Background: an optimization exercise with open tools, aiming at small area and a short achievable clock period. Do not read the settings as production practice. RTL that was checked went through simulation tests only; none was proved equivalent to the original. Power is estimated from default activity; no workload was simulated.

## arena_top
module arena_top
(
    input  logic                    Clk,
    input  logic                    rst_n,
    input  logic                    wb_cyc,
    input  logic                    wb_stb,
    input  logic                    wb_we,
    input  logic [3-1:0] wb_adr,
    input  logic [31:0]             wb_dat_w,
    output logic [31:0]             wb_dat_r,
    output logic                    wb_ack,
    input  arena_pkg::coord_t                  pix_x,
    input  arena_pkg::coord_t                  pix_y,
    input  logic                    pix_valid,
    input  logic                    frame_tick
);
    localparam int CW = 10;
    localparam int NS = 4;
    function automatic logic lt11(input logic [CW:0] a, input logic [CW:0] b);
        logic [15:0] g;
        logic [15:0] l;
        g = '0;
        l = '0;
        g[CW:0] = ~a & b;
        l[CW:0] = a & ~b;
        for (int s = 1; s < 16; s = s * 2) begin
            for (int i = 0; i + s < 16; i = i + 2 * s) begin
                g[i] = g[i+s] | (~l[i+s] & g[i]);
                l[i] = l[i+s] | (~g[i+s] & l[i]);
            end
        end
        lt11 = g[0];
    endfunction
    function automatic logic [CW-1:0] inc10(input logic [CW-1:0] c);
        logic [CW-1:0] m;    
        for (int i = 0; i < CW; i++) begin
            m = {CW{1'b1}} >> (CW - i);
            inc10[i] = c[i] ^ (&(c | ~m));
        end
    endfunction
    function automatic logic [CW-1:0] dec10(input logic [CW-1:0] c);
        logic [CW-1:0] m;    
        for (int i = 0; i < CW; i++) begin
            m = {CW{1'b1}} >> (CW - i);
            dec10[i] = c[i] ^ ~(|(c & m));
        end
    endfunction
    logic          start_cmd;
    logic          play_q;           
    logic          dead_r;           
    logic          dead_q;           
    logic          restart;
    logic [CW-1:0] player_x, player_y;
    logic [CW-1:0] bullet_x, bullet_y;
    logic          bullet_en;
    logic [1:0]    spawn_idx;
    logic [15:0]   score_base;       
    logic [NS-1:0] kill_q;           
    logic [NS-1:0] alive_q;          
    logic [NS-1:0][CW-1:0] mon_x;
    logic [NS-1:0][CW-1:0] mon_y;
    logic [NS-1:0][3:0]    mv;       
    logic          play, dead;
    logic [NS-1:0] alive;
  ...
Settings: LEC_CHECK=0, ABC_AREA=1, CAP_MARGIN=20, CORE_MARGIN=2, CORE_UTILIZATION=55, GPL_ROUTABILITY_DRIVEN=0, SETUP_SLACK_MARGIN=3.5, SLEW_MARGIN=20, TNS_END_PERCENT=0; clock period 5.8 ns.
standard.sh (not shown) runs the stock make flow with config.mk's settings and CLKGATE_MAP_FILE= SYNTH_SCRIPT=/design/flow/synth_recipe.tcl, a recipe that flattens the netlist after the stock synthesis.
==> flow/flow/run.sh <==
#!/bin/bash
# The standard layout with these changes:
#  - synthesis maps with the ABC script in flow/abc_area.script (selected by
#    ABC_AREA=1) and leaves adders to ABC (no ADDER_MAP_FILE); the rest of the
#    ORFS scripts are unchanged copies
#  - the port buffers are plain buf cells, which the timing repair can resize
#  - timing repair may resize cells to other footprints
#  - the slow low-power clock inverters (clkinvlp) and the slower variants of
#    cells that have a faster one of the same area are added to the
#    platform's don't-use list, so logic is not mapped onto them
set -euo pipefail
PLATFORM_DONT_USE="sky130_fd_sc_hd__probe_p_8 sky130_fd_sc_hd__probec_p_8 sky130_fd_sc_hd__lpflow_bleeder_1 sky130_fd_sc_hd__lpflow_clkbufkapwr_1 sky130_fd_sc_hd__lpflow_clkbufkapwr_16 sky130_fd_sc_hd__lpflow_clkbufkapwr_2 sky130_fd_sc_hd__lpflow_clkbufkapwr_4 sky130_fd_sc_hd__lpflow_clkbufkapwr_8 sky130_fd_sc_hd__lpflow_clkinvkapwr_1 sky130_fd_sc_hd__lpflow_clkinvkapwr_16 sky130_fd_sc_hd__lpflow_clkinvkapwr_2 sky130_fd_sc_hd__lpflow_clkinvkapwr_4 sky130_fd_sc_hd__lpflow_clkinvkapwr_8 sky130_fd_sc_hd__lpflow_decapkapwr_12 sky130_fd_sc_hd__lpflow_decapkapwr_3 sky130_fd_sc_hd__lpflow_decapkapwr_4 sky130_fd_sc_hd__lpflow_decapkapwr_6 sky130_fd_sc_hd__lpflow_decapkapwr_8 sky130_fd_sc_hd__lpflow_inputiso0n_1 sky130_fd_sc_hd__lpflow_inputiso0p_1 sky130_fd_sc_hd__lpflow_inputiso1n_1 sky130_fd_sc_hd__lpflow_inputiso1p_1 sky130_fd_sc_hd__lpflow_inputisolatch_1 sky130_fd_sc_hd__lpflow_isobufsrc_1 sky130_fd_sc_hd__lpflow_isobufsrc_16 sky130_fd_sc_hd__lpflow_isobufsrc_2 sky130_fd_sc_hd__lpflow_isobufsrc_4 sky130_fd_sc_hd__lpflow_isobufsrc_8 sky130_fd_sc_hd__lpflow_isobufsrckapwr_16 sky130_fd_sc_hd__lpflow_lsbuf_lh_hl_isowell_tap_1 sky130_fd_sc_hd__lpflow_lsbuf_lh_hl_isowell_tap_2 sky130_fd_sc_hd__lpflow_lsbuf_lh_hl_isowell_tap_4 sky130_fd_sc_hd__lpflow_lsbuf_lh_isowell_4 sky130_fd_sc_hd__lpflow_lsbuf_lh_isowell_tap_1 sky130_fd_sc_hd__lpflow_lsbuf_lh_isowell_tap_2 sky130_fd_sc_hd__lpflow_lsbuf_lh_isowell_tap_4"
SLOW_SAME_AREA="sky130_fd_sc_hd__o21ai_0 sky130_fd_sc_hd__a21boi_0 sky130_fd_sc_hd__and2_0 sky130_fd_sc_hd__o311ai_0 sky130_fd_sc_hd__or2_0"
rm -rf scripts_copy
cp -r "$FLOW_HOME/scripts" scripts_copy
cp flow/abc_area.script scripts_copy/abc_area.script
bash standard.sh "SCRIPTS_DIR=$PWD/scripts_copy" ADDER_MAP_FILE= \
    "BUFFER_PORTS_ARGS=-buffer_cell sky130_fd_sc_hd__buf_2" \
    MATCH_CELL_FOOTPRINT=0 \
    "DONT_USE_CELLS=$PLATFORM_DONT_USE sky130_fd_sc_hd__clkinvlp_2 sky130_fd_sc_hd__clkinvlp_4 $SLOW_SAME_AREA" \
    finish > standard_flow.log 2>&1
Other scripts of this flow, unchanged in this note and not shown: flow/flow/abc_area.script
The first run passed the timing, design-rule and antenna checks.
Change:
==> flow/flow/run.sh (replaced) <==
#!/bin/bash
# The standard layout with these changes:
#  - synthesis maps with the ABC script in flow/abc_area.script (selected by
#    ABC_AREA=1) and leaves adders to ABC (no ADDER_MAP_FILE); the rest of the
#    ORFS scripts are unchanged copies
#  - the port buffers are plain buf cells, which the timing repair can resize
#  - timing repair may resize cells to other footprints
set -euo pipefail
rm -rf scripts_copy
cp -r "$FLOW_HOME/scripts" scripts_copy
cp flow/abc_area.script scripts_copy/abc_area.script
bash standard.sh "SCRIPTS_DIR=$PWD/scripts_copy" ADDER_MAP_FILE= \
    "BUFFER_PORTS_ARGS=-buffer_cell sky130_fd_sc_hd__buf_4" \
    MATCH_CELL_FOOTPRINT=0 finish > standard_flow.log 2>&1
GPL_ROUTABILITY_DRIVEN = default   (was 0)
SETUP_SLACK_MARGIN = 2.8   (was 3.5)
After rerunning: Final cell count goes down by a few percent; core utilization falls by 3.0 points; sequential power barely changes; cell area shrinks by a little under a tenth; non-clock buffer count decreases by 29; total power stays flat; via count barely changes.

========
Another version of the RTL of arena_top (not shown whole).
For scale: ~2600 cells after synthesis.
make LEC_CHECK=0 ABC_CLOCK_PERIOD_IN_PS=2500 CAP_MARGIN=20 CORE_MARGIN=2 CORE_UTILIZATION=40 SETUP_SLACK_MARGIN=3.0 SLEW_MARGIN=20 finish   # period 5.8 ns
run.sh (not shown) runs the stock make flow with config.mk's settings and CLKGATE_MAP_FILE= SYNTH_SCRIPT=/design/flow/synth_recipe.tcl, a recipe that flattens the netlist after the stock synthesis.
Stock flow here: none of the scripts above is used.
The baseline passed the timing, design-rule and antenna checks.
Edit:
ABC_CLOCK_PERIOD_IN_PS = not set   (was 2500)
SETUP_SLACK_MARGIN = not set   (was 3.0)
The changed run completed without violations. Core utilization went down by 10 points. Cell area is lower by about a fifth. Setup slack gets worse by 1200 ps. Area after synthesis is unchanged. Total power went down by a few percent. Global-route usage shrinks by 3.0 points.
Function was not checked in any run of this note: the RTL went through the layout flow alone.

========
arena_top with an RTL version that a note above also has.
Size in the first run: about 3000 cells after synthesis, roughly 200 flip-flops, roughly 17000 um2 of cells after synthesis.
==> flow/design.v (excerpt) <==
module arena_top
(
    input  logic                    Clk,
    input  logic                    rst_n,
    input  logic                    wb_cyc,
    input  logic                    wb_stb,
    input  logic                    wb_we,
    input  logic [3-1:0] wb_adr,
    input  logic [31:0]             wb_dat_w,
    output logic [31:0]             wb_dat_r,
    output logic                    wb_ack,
    input  arena_pkg::coord_t                  pix_x,
    input  arena_pkg::coord_t                  pix_y,
    input  logic                    pix_valid,
    input  logic                    frame_tick
);
==> flow/config.mk <==
export PLATFORM = sky130hd
export DESIGN_NAME = arena_top
export DESIGN_NICKNAME = arena_top
export VERILOG_FILES = /design/flow/design.v
export SDC_FILE = /design/flow/constraint.sdc
export NUM_CORES = 4
export LEC_CHECK = 0
export ABC_AREA = 1
export CAP_MARGIN = 20
export CORE_MARGIN = 2
export CORE_UTILIZATION = 55
export SETUP_SLACK_MARGIN = 3.0
export SLEW_MARGIN = 20
export TNS_END_PERCENT = 0
==> flow/constraint.sdc <==
create_clock -name core_clock -period 5.8 [get_ports {Clk}]
set_input_delay 1.1600 -clock core_clock [delete_from_list [all_inputs] [get_ports {Clk}]]
set_output_delay 1.1600 -clock core_clock [all_outputs]
set_load 0.01 [all_outputs]
standard.sh (not shown) runs the stock make flow with config.mk's settings and CLKGATE_MAP_FILE= SYNTH_SCRIPT=/design/flow/synth_recipe.tcl, a recipe that flattens the netlist after the stock synthesis.
==> flow/flow/run.sh <==
#!/bin/bash
# The standard layout with these changes:
#  - synthesis maps with the ABC script in flow/abc_area.script (selected by
#    ABC_AREA=1) and leaves adders to ABC (no ADDER_MAP_FILE); the rest of the
#    ORFS scripts are unchanged copies
#  - the port buffers are plain buf cells, which the timing repair can resize
#  - timing repair may resize cells to other footprints
set -euo pipefail
rm -rf scripts_copy
cp -r "$FLOW_HOME/scripts" scripts_copy
cp flow/abc_area.script scripts_copy/abc_area.script
bash standard.sh "SCRIPTS_DIR=$PWD/scripts_copy" ADDER_MAP_FILE= \
    "BUFFER_PORTS_ARGS=-buffer_cell sky130_fd_sc_hd__buf_4" \
    MATCH_CELL_FOOTPRINT=0 finish > standard_flow.log 2>&1
==> flow/flow/abc_area.script <==
strash
dc2
balance
dch -f
map -B 0.9
topo
stime -c
buffer -c
upsize -c
dnsize -c
The starting point ran to the end with no violations.
Then changed:
--- a/flow/flow/run.sh
+++ b/flow/flow/run.sh
@@ -13 +13 @@
-    "BUFFER_PORTS_ARGS=-buffer_cell sky130_fd_sc_hd__buf_4" \
+    "BUFFER_PORTS_ARGS=-buffer_cell sky130_fd_sc_hd__buf_2" \
PLACE_DENSITY = 0.75   (was not set)
SETUP_SLACK_MARGIN = 3.5   (was 3.0)
- The new run finished with timing, DRC and antenna clean
- design area rises by 1.8%
- first-iteration DRC count went up by 11%
- synthesized area stays the same
- setup slack improved by 0.19 ns
- via count went up by about 1.6%
- clock skew goes down by 0.012 ns
- sequential power barely changes
Then changed:
--- a/flow/flow/run.sh
+++ b/flow/flow/run.sh
@@ -7,0 +8,3 @@
+#  - the slow low-power clock inverters (clkinvlp) and the slower variants of
+#    cells that have a faster one of the same area are added to the
+#    platform's don't-use list, so logic is not mapped onto them
@@ -8,0 +12,2 @@
+PLATFORM_DONT_USE="sky130_fd_sc_hd__probe_p_8 sky130_fd_sc_hd__probec_p_8 sky130_fd_sc_hd__lpflow_bleeder_1 sky130_fd_sc_hd__lpflow_clkbufkapwr_1 sky130_fd_sc_hd__lpflow_clkbufkapwr_16 sky130_fd_sc_hd__lpflow_clkbufkapwr_2 sky130_fd_sc_hd__lpflow_clkbufkapwr_4 sky130_fd_sc_hd__lpflow_clkbufkapwr_8 sky130_fd_sc_hd__lpflow_clkinvkapwr_1 sky130_fd_sc_hd__lpflow_clkinvkapwr_16 sky130_fd_sc_hd__lpflow_clkinvkapwr_2 sky130_fd_sc_hd__lpflow_clkinvkapwr_4 sky130_fd_sc_hd__lpflow_clkinvkapwr_8 sky130_fd_sc_hd__lpflow_decapkapwr_12 sky130_fd_sc_hd__lpflow_decapkapwr_3 sky130_fd_sc_hd__lpflow_decapkapwr_4 sky130_fd_sc_hd__lpflow_decapkapwr_6 sky130_fd_sc_hd__lpflow_decapkapwr_8 sky130_fd_sc_hd__lpflow_inputiso0n_1 sky130_fd_sc_hd__lpflow_inputiso0p_1 sky130_fd_sc_hd__lpflow_inputiso1n_1 sky130_fd_sc_hd__lpflow_inputiso1p_1 sky130_fd_sc_hd__lpflow_inputisolatch_1 sky130_fd_sc_hd__lpflow_isobufsrc_1 sky130_fd_sc_hd__lpflow_isobufsrc_16 sky130_fd_sc_hd__lpflow_isobufsrc_2 sky130_fd_sc_hd__lpflow_isobufsrc_4 sky130_fd_sc_hd__lpflow_isobufsrc_8 sky130_fd_sc_hd__lpflow_isobufsrckapwr_16 sky130_fd_sc_hd__lpflow_lsbuf_lh_hl_isowell_tap_1 sky130_fd_sc_hd__lpflow_lsbuf_lh_hl_isowell_tap_2 sky130_fd_sc_hd__lpflow_lsbuf_lh_hl_isowell_tap_4 sky130_fd_sc_hd__lpflow_lsbuf_lh_isowell_4 sky130_fd_sc_hd__lpflow_lsbuf_lh_isowell_tap_1 sky130_fd_sc_hd__lpflow_lsbuf_lh_isowell_tap_2 sky130_fd_sc_hd__lpflow_lsbuf_lh_isowell_tap_4"
+SLOW_SAME_AREA="sky130_fd_sc_hd__o21ai_0 sky130_fd_sc_hd__a21boi_0 sky130_fd_sc_hd__and2_0 sky130_fd_sc_hd__o311ai_0 sky130_fd_sc_hd__or2_0"
@@ -14 +19,3 @@
-    MATCH_CELL_FOOTPRINT=0 finish > standard_flow.log 2>&1
+    MATCH_CELL_FOOTPRINT=0 \
+    "DONT_USE_CELLS=$PLATFORM_DONT_USE sky130_fd_sc_hd__clkinvlp_2 sky130_fd_sc_hd__clkinvlp_4 $SLOW_SAME_AREA" \
+    finish > standard_flow.log 2>&1
==> flow/flow/abc_area.script (replaced) <==
strash
balance
rewrite
refactor
balance
rewrite
rewrite -z
balance
refactor -z
rewrite -z
balance
dc2
balance
dch -f
map -B 0.9
topo
stime -c
buffer -c
upsize -c
dnsize -c
PLACE_DENSITY = not set   (was 0.75)
Outcome: Combinational power came out higher by 20%; clock power came out higher by about 10%; clock-buffer cell count came out lower by 2; die area came out higher by 6.1%; wire length came out higher by 6.5%; final area came out higher by 6.8%; sequential cell count does not change; cell count came out higher by 4.2%; first-iteration DRC count came out lower by 9.1%.

## re-timing with driven ports
The flow's constraints put no driver on any port. The routed layouts listed below were extracted and timed again, unchanged, in two steps. Step 1: set_driving_cell puts a clkbuf_16 on Clk and a buf_2 on each other input, an assumption about the parent block. Step 2 adds t to the input delays and takes it off the output delays; t is the mean of the earliest and latest rising clock arrival at the registers after step 1. Input paths then give back, and output paths get back, about the clock's delay inside the block. Slacks: ideal / step 1 / step 2; pairs: ideal / step 1.
| run | shift t [ns] | setup slack, ns | worst register clock-pin slew, ns |
|---|---|---|---|
| the first run of note 1 | 0.523 | 3.265 / 3.299 / 2.776 | 0.08 / 0.08 |
| the second run of note 1 | 0.531 | 2.805 / 2.805 / 2.353 | 0.09 / 0.09 |
| the first run of note 2 | 0.559 | 1.992 / 1.992 / 1.694 | 0.10 / 0.10 |
| the second run of note 2 | 0.532 | 0.790 / 0.790 / 0.688 | 0.08 / 0.08 |
| the first run of note 3 | 0.528 | 2.865 / 2.898 / 2.370 | 0.09 / 0.09 |
| the second run of note 3 | 0.520 | 3.060 / 3.048 / 2.528 | 0.08 / 0.08 |
| the third run of note 3 | 0.529 | 3.261 / 3.249 / 2.720 | 0.09 / 0.09 |
After both steps every run listed still meets setup and hold. For the third run of note 3, which loses most, drivers alone change the setup slack by -0.012 ns; drivers and shift together by -0.541 ns.
